Source: an optimization exercise on an open RTL-to-GDS flow (aim: small area, a short achievable clock period and few clock cycles per item). Production flows keep margins and buffers that such runs may drop.
Where RTL was checked, it was by simulation tests only, not by an equivalence proof against the original.
No activity file was given, so power comes from the tool's default toggle rates.

==> inputs of 07-19 <==
==> flow/design.v <==
package scb_pkg;
    localparam logic [6:0] CODE_LSHIFT = 7'h2A;
    localparam logic [6:0] CODE_RSHIFT = 7'h36;
    localparam logic [6:0] CODE_ALT    = 7'h38;
    localparam logic [2:0] REQ_SCAN  = 3'd0;
    localparam logic [2:0] REQ_READ  = 3'd1;
    localparam logic [2:0] REQ_ALT   = 3'd2;
    localparam logic [2:0] REQ_CLEAR = 3'd3;
    localparam logic [2:0] REQ_QUERY = 3'd4;
    function automatic logic [6:0] char_lookup(input logic [6:0] key, input logic shift);
        case ({shift, key})
            8'h01: char_lookup = 7'h1B;
            8'h02: char_lookup = 7'h31;
            8'h03: char_lookup = 7'h32;
            8'h04: char_lookup = 7'h33;
            8'h05: char_lookup = 7'h34;
            8'h06: char_lookup = 7'h35;
            8'h07: char_lookup = 7'h36;
            8'h08: char_lookup = 7'h37;
            8'h09: char_lookup = 7'h38;
            8'h0A: char_lookup = 7'h39;
            8'h0B: char_lookup = 7'h30;
            8'h0C: char_lookup = 7'h2D;
            8'h0D: char_lookup = 7'h3D;
            8'h0E: char_lookup = 7'h08;
            8'h0F: char_lookup = 7'h09;
            8'h10: char_lookup = 7'h71;
            8'h11: char_lookup = 7'h77;
            8'h12: char_lookup = 7'h65;
            8'h13: char_lookup = 7'h72;
            8'h14: char_lookup = 7'h74;
            8'h15: char_lookup = 7'h79;
            8'h16: char_lookup = 7'h75;
            8'h17: char_lookup = 7'h69;
            8'h18: char_lookup = 7'h6F;
            8'h19: char_lookup = 7'h70;
            8'h1A: char_lookup = 7'h5B;
            8'h1B: char_lookup = 7'h5D;
            8'h1C: char_lookup = 7'h0A;
            8'h1E: char_lookup = 7'h61;
            8'h1F: char_lookup = 7'h73;
            8'h20: char_lookup = 7'h64;
            8'h21: char_lookup = 7'h66;
            8'h22: char_lookup = 7'h67;
            8'h23: char_lookup = 7'h68;
            8'h24: char_lookup = 7'h6A;
            8'h25: char_lookup = 7'h6B;
            8'h26: char_lookup = 7'h6C;
            8'h27: char_lookup = 7'h3B;
            8'h28: char_lookup = 7'h27;
            8'h29: char_lookup = 7'h60;
            8'h2B: char_lookup = 7'h5C;
            8'h2C: char_lookup = 7'h7A;
            8'h2D: char_lookup = 7'h78;
            8'h2E: char_lookup = 7'h63;
            8'h2F: char_lookup = 7'h76;
            8'h30: char_lookup = 7'h62;
            8'h31: char_lookup = 7'h6E;
            8'h32: char_lookup = 7'h6D;
            8'h33: char_lookup = 7'h2C;
            8'h34: char_lookup = 7'h2E;
            8'h35: char_lookup = 7'h2F;
            8'h37: char_lookup = 7'h2A;
            8'h39: char_lookup = 7'h20;
            8'h48: char_lookup = 7'h26;
            8'h4A: char_lookup = 7'h2D;
            8'h4B: char_lookup = 7'h25;
            8'h4D: char_lookup = 7'h27;
            8'h4E: char_lookup = 7'h2B;
            8'h50: char_lookup = 7'h28;
            8'h81: char_lookup = 7'h1B;
            8'h82: char_lookup = 7'h21;
            8'h83: char_lookup = 7'h40;
            8'h84: char_lookup = 7'h23;
            8'h85: char_lookup = 7'h24;
            8'h86: char_lookup = 7'h25;
            8'h87: char_lookup = 7'h5E;
            8'h88: char_lookup = 7'h26;
            8'h89: char_lookup = 7'h2A;
            8'h8A: char_lookup = 7'h28;
            8'h8B: char_lookup = 7'h29;
            8'h8C: char_lookup = 7'h5F;
            8'h8D: char_lookup = 7'h2B;
            8'h8E: char_lookup = 7'h08;
            8'h8F: char_lookup = 7'h09;
            8'h90: char_lookup = 7'h51;
            8'h91: char_lookup = 7'h57;
            8'h92: char_lookup = 7'h45;
            8'h93: char_lookup = 7'h52;
            8'h94: char_lookup = 7'h54;
            8'h95: char_lookup = 7'h59;
            8'h96: char_lookup = 7'h55;
            8'h97: char_lookup = 7'h49;
            8'h98: char_lookup = 7'h4F;
            8'h99: char_lookup = 7'h50;
            8'h9A: char_lookup = 7'h7B;
            8'h9B: char_lookup = 7'h7D;
            8'h9C: char_lookup = 7'h0A;
            8'h9E: char_lookup = 7'h41;
            8'h9F: char_lookup = 7'h53;
            8'hA0: char_lookup = 7'h44;
            8'hA1: char_lookup = 7'h46;
            8'hA2: char_lookup = 7'h47;
            8'hA3: char_lookup = 7'h48;
            8'hA4: char_lookup = 7'h4A;
            8'hA5: char_lookup = 7'h4B;
            8'hA6: char_lookup = 7'h4C;
            8'hA7: char_lookup = 7'h3A;
            8'hA8: char_lookup = 7'h22;
            8'hA9: char_lookup = 7'h7E;
            8'hAB: char_lookup = 7'h7C;
            8'hAC: char_lookup = 7'h5A;
            8'hAD: char_lookup = 7'h58;
            8'hAE: char_lookup = 7'h43;
            8'hAF: char_lookup = 7'h56;
            8'hB0: char_lookup = 7'h42;
            8'hB1: char_lookup = 7'h4E;
            8'hB2: char_lookup = 7'h4D;
            8'hB3: char_lookup = 7'h3C;
            8'hB4: char_lookup = 7'h3E;
            8'hB5: char_lookup = 7'h3F;
            8'hB7: char_lookup = 7'h2A;
            8'hB9: char_lookup = 7'h20;
            8'hCA: char_lookup = 7'h2D;
            8'hCE: char_lookup = 7'h2B;
            default: char_lookup = 7'h00;
        endcase
    endfunction
endpackage
import scb_pkg::*;
module scancode_to_char_buffer (
    input  logic        aclk,
    input  logic        aresetn,
    input  logic        s_tvalid,
    output logic        s_tready,
    input  logic [15:0] s_tdata,
    input  logic [2:0]  s_tuser,
    output logic        m_tvalid,
    input  logic        m_tready,
    output logic [15:0] m_tdata
);
    logic         shift_reg, alt_reg;
    logic [127:0] keymap;
    logic [7:0]   wptr, rptr;
    logic [5:0]   gnext;             
    logic [6:0]   ring [0:255];
    logic [6:0]   grp_cur [0:3];
    logic [6:0]   grp_nxt [0:3];
    logic        out_valid, skid_valid;
    logic [10:0] out_data, skid_data;
    logic fire;
    assign s_tready = !skid_valid;
    assign fire     = s_tvalid && !skid_valid;
    logic [6:0] key;
    logic       brk, is_shift, is_alt;
    logic       k_scan, k_read, k_alt, k_clear, k_query;
    assign key      = s_tdata[6:0];
    assign brk      = s_tdata[7];
    assign is_shift = (key == CODE_LSHIFT) || (key == CODE_RSHIFT);
    assign is_alt   = (key == CODE_ALT);
    assign k_scan   = (s_tuser == REQ_SCAN);
    assign k_read   = (s_tuser == REQ_READ);
    assign k_alt    = (s_tuser == REQ_ALT);
    assign k_clear  = (s_tuser == REQ_CLEAR);
    assign k_query  = (s_tuser == REQ_QUERY);
    logic       empty, full;
    logic [7:0] wptr_inc, rptr_inc;
    logic       wr, rd, adv, gcross, clr;
    logic [6:0] wchar;
    assign empty    = (rptr == wptr);
    assign wptr_inc = wptr + 8'd1;
    assign rptr_inc = rptr + 8'd1;
    assign full     = (wptr_inc == rptr);
    assign wr       = fire && k_scan && !brk && !is_shift && !is_alt;
    assign rd       = fire && k_read && !empty;
    assign adv      = rd || (wr && full);
    assign gcross   = adv && (rptr[1:0] == 2'd3);
    assign clr      = fire && k_clear;
    assign wchar    = scb_pkg::char_lookup(key, shift_reg);
    logic [10:0] res;
    always_comb begin
        res = '0;
        if (k_read && !empty) begin
            res[6:0] = grp_cur[rptr[1:0]];
            res[7]   = 1'b1;
        end
        res[8]  = k_alt && alt_reg;
        res[9]  = k_query && keymap[s_tdata[14:8]];
        res[10] = k_scan && !brk && is_alt;
    end
    always_ff @(posedge aclk) begin
        if (wr) ring[wptr] <= wchar;
        for (int s = 0; s < 4; s++) begin
            if (wr && wptr == {gnext, 2'(s)}) grp_nxt[s] <= wchar;
            else grp_nxt[s] <= ring[{gnext, 2'(s)}];
            if (gcross) grp_cur[s] <= grp_nxt[s];
            else if (wr && wptr == {rptr[7:2], 2'(s)}) grp_cur[s] <= wchar;
        end
        if (skid_valid) begin
            if (m_tready) out_data <= skid_data;
        end else if (!out_valid || m_tready) begin
            out_data <= res;
        end
        if (!skid_valid) skid_data <= res;
    end
    always_ff @(posedge aclk) begin
        if (!aresetn) begin
            shift_reg  <= 1'b0;
            alt_reg    <= 1'b0;
            keymap     <= '0;
            wptr       <= '0;
            rptr       <= '0;
            gnext      <= 6'd1;
            out_valid  <= 1'b0;
            skid_valid <= 1'b0;
        end else begin
            if (fire && k_scan) begin
                keymap[key] <= !brk;
                if (is_shift) shift_reg <= !brk;
                if (is_alt && !brk) alt_reg <= 1'b1;
            end
            if (fire && k_alt) alt_reg <= 1'b0;
            if (clr) begin
                wptr  <= '0;
                rptr  <= '0;
                gnext <= 6'd1;
            end else begin
                if (wr) wptr <= wptr_inc;
                if (adv) rptr <= rptr_inc;
                if (gcross) gnext <= gnext + 6'd1;
            end
            if (skid_valid) begin
                if (m_tready) skid_valid <= 1'b0;
            end else if (!out_valid || m_tready) begin
                out_valid <= fire;
            end else if (fire) begin
                skid_valid <= 1'b1;
            end
        end
    end
    assign m_tvalid = out_valid;
    assign m_tdata  = {4'b0, out_data[10:7], 1'b0, out_data[6:0]};
endmodule
==> flow/run.sh <==
#!/bin/bash
# synth_recipe.tcl (not shown) runs the flow's synth.tcl, then flattens the netlist and writes it again
# the make line also repeats each setting of config.mk as NAME=value (left out here)
make -C /OpenROAD-flow-scripts/flow DESIGN_CONFIG=/design/flow/config.mk WORK_HOME=/design/flow/orfs CLKGATE_MAP_FILE= SYNTH_SCRIPT=/design/flow/synth_recipe.tcl finish
==> flow/config.mk <==
export PLATFORM = sky130hd
export DESIGN_NAME = scancode_to_char_buffer
export DESIGN_NICKNAME = scancode_to_char_buffer
export VERILOG_FILES = /design/flow/design.v
export SDC_FILE = /design/flow/constraint.sdc
export NUM_CORES = 4
export LEC_CHECK = 0
export CAP_MARGIN = 20
export CORE_MARGIN = 2
export CORE_UTILIZATION = 40
export SLEW_MARGIN = 20
==> flow/constraint.sdc <==
create_clock -name core_clock -period 4.5 [get_ports {aclk}]
set_input_delay 0.9000 -clock core_clock [delete_from_list [all_inputs] [get_ports {aclk}]]
set_output_delay 0.9000 -clock core_clock [all_outputs]
set_load 0.01 [all_outputs]
==> inputs of 02-09, as changes to 07-19 <==
--- a/flow/design.v
+++ b/flow/design.v
@@ -145,9 +145,10 @@
     logic [5:0]   gnext;             
-    logic [6:0]   ring [0:255];
+    logic [7:0]   gnext_lo, gnext_hi;  
+    logic [255:0][6:0] ring;
     logic [6:0]   grp_cur [0:3];
     logic [6:0]   grp_nxt [0:3];
-    logic        out_valid, skid_valid;
+    logic        out_valid, skid_valid, s_rdy;
     logic [10:0] out_data, skid_data;
     logic fire;
-    assign s_tready = !skid_valid;
+    assign s_tready = s_rdy;         
     assign fire     = s_tvalid && !skid_valid;
@@ -190,9 +191,20 @@
     end
+    logic [63:0][27:0] groups;
+    logic [3:0][6:0]   nxt_rd;
+    assign groups = ring;
+    always_comb begin
+        nxt_rd = '0;
+        for (int j = 0; j < 64; j++) begin
+            nxt_rd = nxt_rd | (groups[j] & {28{gnext_hi[j / 8] && gnext_lo[j % 8]}});
+        end
+    end
     always_ff @(posedge aclk) begin
-        if (wr) ring[wptr] <= wchar;
+        for (int i = 0; i < 256; i++) begin
+            if (wptr == 8'(i)) ring[i] <= wchar;
+        end
         for (int s = 0; s < 4; s++) begin
-            if (wr && wptr == {gnext, 2'(s)}) grp_nxt[s] <= wchar;
-            else grp_nxt[s] <= ring[{gnext, 2'(s)}];
+            if (wptr == {gnext, 2'(s)}) grp_nxt[s] <= wchar;
+            else grp_nxt[s] <= nxt_rd[s];
             if (gcross) grp_cur[s] <= grp_nxt[s];
-            else if (wr && wptr == {rptr[7:2], 2'(s)}) grp_cur[s] <= wchar;
+            else if (wptr == {rptr[7:2], 2'(s)}) grp_cur[s] <= wchar;
         end
@@ -213,4 +225,7 @@
             gnext      <= 6'd1;
+            gnext_lo   <= 8'd2;
+            gnext_hi   <= 8'd1;
             out_valid  <= 1'b0;
             skid_valid <= 1'b0;
+            s_rdy      <= 1'b1;
         end else begin
@@ -225,3 +240,5 @@
                 rptr  <= '0;
-                gnext <= 6'd1;
+                gnext    <= 6'd1;
+                gnext_lo <= 8'd2;
+                gnext_hi <= 8'd1;
             end else begin
@@ -229,6 +246,13 @@
                 if (adv) rptr <= rptr_inc;
-                if (gcross) gnext <= gnext + 6'd1;
+                if (gcross) begin
+                    gnext    <= gnext + 6'd1;
+                    gnext_lo <= {gnext_lo[6:0], gnext_lo[7]};
+                    if (gnext_lo[7]) gnext_hi <= {gnext_hi[6:0], gnext_hi[7]};
+                end
             end
             if (skid_valid) begin
-                if (m_tready) skid_valid <= 1'b0;
+                if (m_tready) begin
+                    skid_valid <= 1'b0;
+                    s_rdy      <= 1'b1;
+                end
             end else if (!out_valid || m_tready) begin
@@ -237,2 +261,3 @@
                 skid_valid <= 1'b1;
+                s_rdy      <= 1'b0;
             end
==> flow/flow/run.sh (new file) <==
#!/bin/bash
# The standard layout, with the port buffers made as sky130_fd_sc_hd__buf_4
# instead of the default delay cell, which the footprint-matched resizer
# cannot swap for a faster buffer afterwards; the resizer may also change
# a cell for one of another footprint. Make's full output goes to
# flow_make.log; each ORFS step keeps its own log under orfs/logs/.
set -euo pipefail
export BUFFER_PORTS_ARGS="-buffer_cell sky130_fd_sc_hd__buf_4"
bash standard.sh "BUFFER_PORTS_ARGS=$BUFFER_PORTS_ARGS" MATCH_CELL_FOOTPRINT=0 finish > flow_make.log 2>&1
==> flow/standard.sh (new file) <==
#!/bin/bash
# synth_recipe.tcl (not shown) runs the flow's synth.tcl, then flattens the netlist and writes it again
# the make line also repeats each setting of config.mk as NAME=value (left out here)
make -C /OpenROAD-flow-scripts/flow DESIGN_CONFIG=/design/flow/config.mk WORK_HOME=/design/flow/orfs CLKGATE_MAP_FILE= SYNTH_SCRIPT=/design/flow/synth_recipe.tcl "${@:-finish}"
- SETUP_SLACK_MARGIN: unset -> 2.2
- TNS_END_PERCENT: unset -> 10
removed: flow/run.sh
==> inputs of 08-10, as changes to 07-19 <==
--- a/flow/design.v
+++ b/flow/design.v
@@ -145,10 +145,20 @@
     logic [5:0]   gnext;             
-    logic [6:0]   ring [0:255];
+    logic [6:0]   wchar_q;
+    logic [7:0]   wd;
+    logic [15:0]  wd_lo, wd_hi;
+    logic         pend_head;         
+    logic [63:0]  gsel;              
+    logic [7:0]   cnt;               
+    logic         kw_en, kw_val;
+    logic [6:0]   kw_key;
+    logic [255:0][6:0] ring;
     logic [6:0]   grp_cur [0:3];
     logic [6:0]   grp_nxt [0:3];
-    logic        out_valid, skid_valid;
-    logic [10:0] out_data, skid_data;
+    logic        out_valid, skid_valid, s1_valid, s_rdy;
+    logic [10:0] out_data, skid_data, s1_res;
+    logic [7:0]  s1_kp;
+    logic [2:0]  s1_khi;
     logic fire;
-    assign s_tready = !skid_valid;
-    assign fire     = s_tvalid && !skid_valid;
+    assign s_tready = s_rdy;
+    assign fire     = s_tvalid && s_rdy;
     logic [6:0] key;
@@ -169,6 +179,4 @@
     logic [6:0] wchar;
-    assign empty    = (rptr == wptr);
     assign wptr_inc = wptr + 8'd1;
     assign rptr_inc = rptr + 8'd1;
-    assign full     = (wptr_inc == rptr);
     assign wr       = fire && k_scan && !brk && !is_shift && !is_alt;
@@ -179,2 +187,9 @@
     assign wchar    = scb_pkg::char_lookup(key, shift_reg);
+    logic [7:0] kp;
+    always_comb begin
+        for (int h = 0; h < 8; h++) begin
+            if (kw_en && kw_key == {3'(h), s_tdata[11:8]}) kp[h] = k_query && kw_val;
+            else kp[h] = k_query && keymap[{3'(h), s_tdata[11:8]}];
+        end
+    end
     logic [10:0] res;
@@ -183,3 +198,3 @@
         if (k_read && !empty) begin
-            res[6:0] = grp_cur[rptr[1:0]];
+            res[6:0] = pend_head ? wchar_q : grp_cur[rptr[1:0]];
             res[7]   = 1'b1;
@@ -187,19 +202,56 @@
         res[8]  = k_alt && alt_reg;
-        res[9]  = k_query && keymap[s_tdata[14:8]];
         res[10] = k_scan && !brk && is_alt;
     end
+    logic [10:0] fin;
+    always_comb begin
+        fin    = s1_res;
+        fin[9] = s1_kp[s1_khi];
+    end
+    logic pop, out_free, s1_to_out, s1_to_skid;
+    logic out_valid_n, skid_valid_n, s1_valid_n;
+    assign pop        = out_valid && m_tready;
+    assign out_free   = !out_valid || pop;
+    assign s1_to_out  = s1_valid && out_free && !skid_valid;
+    assign s1_to_skid = s1_valid && (out_free ? skid_valid : !skid_valid);
+    assign out_valid_n  = out_free ? (skid_valid || s1_valid) : 1'b1;
+    assign skid_valid_n = out_free ? (skid_valid && s1_valid) : (skid_valid || s1_valid);
+    assign s1_valid_n   = fire || (s1_valid && !s1_to_out && !s1_to_skid);
+    logic [63:0][27:0] groups;
+    logic [3:0][6:0]   nxt_rd;
+    assign groups = ring;
+    always_comb begin
+        nxt_rd = '0;
+        for (int j = 0; j < 64; j++) begin
+            nxt_rd = nxt_rd | (groups[j] & {28{gsel[j]}});
+        end
+    end
     always_ff @(posedge aclk) begin
-        if (wr) ring[wptr] <= wchar;
+        for (int i = 0; i < 256; i++) begin
+            if (wd_hi[i / 16] && wd_lo[i % 16]) ring[i] <= wchar_q;
+        end
         for (int s = 0; s < 4; s++) begin
-            if (wr && wptr == {gnext, 2'(s)}) grp_nxt[s] <= wchar;
-            else grp_nxt[s] <= ring[{gnext, 2'(s)}];
-            if (gcross) grp_cur[s] <= grp_nxt[s];
-            else if (wr && wptr == {rptr[7:2], 2'(s)}) grp_cur[s] <= wchar;
-        end
-        if (skid_valid) begin
-            if (m_tready) out_data <= skid_data;
-        end else if (!out_valid || m_tready) begin
-            out_data <= res;
-        end
-        if (!skid_valid) skid_data <= res;
+            if (wd == {gnext, 2'(s)}) grp_nxt[s] <= wchar_q;
+            else grp_nxt[s] <= nxt_rd[s];
+            if (gcross) begin
+                if (wd == {gnext, 2'(s)}) grp_cur[s] <= wchar_q;
+                else grp_cur[s] <= grp_nxt[s];
+            end else if (wd == {rptr[7:2], 2'(s)}) begin
+                grp_cur[s] <= wchar_q;
+            end
+        end
+        wchar_q <= wchar;
+        kw_key  <= key;
+        kw_val  <= !brk;
+        wd      <= wptr;
+        for (int i = 0; i < 16; i++) begin
+            wd_lo[i] <= (wptr[3:0] == 4'(i));
+            wd_hi[i] <= (wptr[7:4] == 4'(i));
+        end
+        if (out_free) out_data <= skid_valid ? skid_data : fin;
+        if (s1_to_skid) skid_data <= fin;
+        if (s_rdy) begin
+            s1_res <= res;
+            s1_kp  <= kp;
+            s1_khi <= s_tdata[14:12];
+        end
     end
@@ -211,9 +263,16 @@
             wptr       <= '0;
+            pend_head  <= 1'b0;
             rptr       <= '0;
+            empty      <= 1'b1;
+            full       <= 1'b0;
             gnext      <= 6'd1;
+            gsel       <= 64'd2;
+            cnt        <= '0;
+            kw_en      <= 1'b0;
             out_valid  <= 1'b0;
             skid_valid <= 1'b0;
+            s1_valid   <= 1'b0;
+            s_rdy      <= 1'b1;
         end else begin
             if (fire && k_scan) begin
-                keymap[key] <= !brk;
                 if (is_shift) shift_reg <= !brk;
@@ -222,6 +281,25 @@
             if (fire && k_alt) alt_reg <= 1'b0;
+            kw_en <= fire && k_scan;
+            if (kw_en) keymap[kw_key] <= kw_val;
+            pend_head <= wr && empty;
             if (clr) begin
-                wptr  <= '0;
-                rptr  <= '0;
-                gnext <= 6'd1;
+                empty <= 1'b1;
+                full  <= 1'b0;
+                cnt   <= '0;
+            end else if (wr) begin
+                empty <= 1'b0;
+                if (!full) begin
+                    full <= (cnt == 8'd254);
+                    cnt  <= cnt + 8'd1;
+                end
+            end else if (rd) begin
+                empty <= (cnt == 8'd1);
+                full  <= 1'b0;
+                cnt   <= cnt - 8'd1;
+            end
+            if (clr) begin
+                wptr     <= '0;
+                rptr     <= '0;
+                gnext    <= 6'd1;
+                gsel     <= 64'd2;
             end else begin
@@ -229,11 +307,11 @@
                 if (adv) rptr <= rptr_inc;
-                if (gcross) gnext <= gnext + 6'd1;
+                if (gcross) begin
+                    gnext    <= gnext + 6'd1;
+                    gsel     <= {gsel[62:0], gsel[63]};
+                end
             end
-            if (skid_valid) begin
-                if (m_tready) skid_valid <= 1'b0;
-            end else if (!out_valid || m_tready) begin
-                out_valid <= fire;
-            end else if (fire) begin
-                skid_valid <= 1'b1;
-            end
+            out_valid  <= out_valid_n;
+            skid_valid <= skid_valid_n;
+            s1_valid   <= s1_valid_n;
+            s_rdy      <= !(out_valid_n && skid_valid_n && s1_valid_n);
         end
==> flow/flow/run.sh (new file) <==
#!/bin/bash
# The standard layout, with the port buffers made as sky130_fd_sc_hd__buf_4
# instead of the default delay cell, which the footprint-matched resizer
# cannot swap for a faster buffer afterwards; the resizer may also change
# a cell for one of another footprint. Make's full output goes to
# flow_make.log; each ORFS step keeps its own log under orfs/logs/.
set -euo pipefail
export BUFFER_PORTS_ARGS="-buffer_cell sky130_fd_sc_hd__buf_4"
bash standard.sh "BUFFER_PORTS_ARGS=$BUFFER_PORTS_ARGS" MATCH_CELL_FOOTPRINT=0 finish > flow_make.log 2>&1
==> flow/standard.sh (new file) <==
#!/bin/bash
# synth_recipe.tcl (not shown) runs the flow's synth.tcl, then flattens the netlist and writes it again
# the make line also repeats each setting of config.mk as NAME=value (left out here)
make -C /OpenROAD-flow-scripts/flow DESIGN_CONFIG=/design/flow/config.mk WORK_HOME=/design/flow/orfs CLKGATE_MAP_FILE= SYNTH_SCRIPT=/design/flow/synth_recipe.tcl "${@:-finish}"
- CORE_UTILIZATION: 40 -> 60
- CTS_CLUSTER_DIAMETER: unset -> 120
- CTS_CLUSTER_SIZE: unset -> 24
- SETUP_SLACK_MARGIN: unset -> 2.2
- TNS_END_PERCENT: unset -> 10
removed: flow/run.sh
==> comparison <==
Wire length, highest first: 02-09, 08-10, 07-19. Against 07-19, the sequential cell count of 08-10 is higher by 176. Between 08-10 and 02-09, the lower non-clock buffer count is in 08-10 (gap 489). Final cell count, highest first: 02-09, 07-19, 08-10. In first-iteration DRC count, 08-10 is at 2.7 times the value of 07-19. Global-route usage: 07-19 < 02-09 < 08-10. Of 07-19 and 02-09, 07-19 has the higher clock-buffer cell count (gap 2). Between 02-09 and 07-19, the lower fmax is in 07-19 (gap 26%, measured against 07-19).
==> figures <==
|  | 08-10 | 07-19 | 02-09 |
|---|---|---|---|
| Post-Place Setup Slack | 568 ps | 141 ps | 380 ps |
| Maximum number of pins on one net before global-route repair | 127 | 177 | 143 |
| Delay contributed by the slowest stage of the critical path | 560 ps | 560 ps | 530 ps |
| Worst-case clock skew | 34.5 ps | 45.4 ps | 61.2 ps |
| Post CTS Setup Buffer Count | 18 | 0 | 225 |
| Logic pwr share | 0.027 | 0.026 | 0.035 |
| Sequential cell area in the final layout | 62500 sq um | 58500 sq um | 59400 sq um |
| Fraction of cell area in non-clock buffers | 0.0264 | 0.0471 | 0.0756 |
| GPL Wtd Cong | 0.961 | 0.852 | 0.937 |
| Sequential portion of the cell area | 0.700 | 0.628 | 0.620 |
| Avg Synthesized Cell Area | 15.7 sq um | 19.2 sq um | 15.7 sq um |
| Growth of design area from synthesis to finish | 8.54% | 16.2% | 22.7% |
| Via-to-Cell Ratio | 7.66 | 5.59 | 6.69 |
| Status | finished clean | finished clean | finished clean |
| Area enclosed by the die boundary | 140000 sq um | 204000 sq um | 199000 sq um |
| Clock network contribution to total cell area | 0.0322 | 0.0661 | 0.0677 |
| Final worst path period share | 0.592 | 0.818 | 0.648 |
| Critical-path cell with the highest stage delay | sky130_fd_sc_hd__dfxtp_4 | sky130_fd_sc_hd__or4_4 | sky130_fd_sc_hd__dfxtp_2 |
Testbench counts of 08-10, summed over its fixed seeds: cycles 16,016, items 16,000.
Only the layout flow was run in 07-19 and 02-09; the RTL was not checked for function there.

afterwards: timing with drivers on the ports:
How much do the figures lean on ideal ports? The routed layouts below were timed once more, with nothing changed but the port constraints. Step 1 sets driving cells, clkbuf_16 on the clock port and buf_2 on the other inputs (assumed; they add their load-dependent delay and slew). Step 2 moves the port delays by t, midway between the first and last clock arrival at a register: inputs arrive t later, outputs are due t later. That takes back most of the time a late clock gives input paths. Slacks: ideal / step 1 / step 2; pairs: ideal / step 1.
run	t (ns)	slack for setup (ns)	worst hold slack (ns)	worst setup path at the end	cell pins on the clock port's net
07-19	0.903	0.819 / 0.819 / 0.015	0.357 / 0.357 / 0.357	input to register	1
02-09	0.947	1.583 / 1.583 / 0.859	0.197 / 0.136 / 0.479	input to register	1
08-10	0.853	1.835 / 1.835 / 1.170	0.295 / 0.235 / 0.443	input to register	1
After both steps every run listed still meets setup and hold. For 07-19, which loses most, drivers alone change the setup slack by 0.000 ns; drivers and shift together by -0.804 ns.
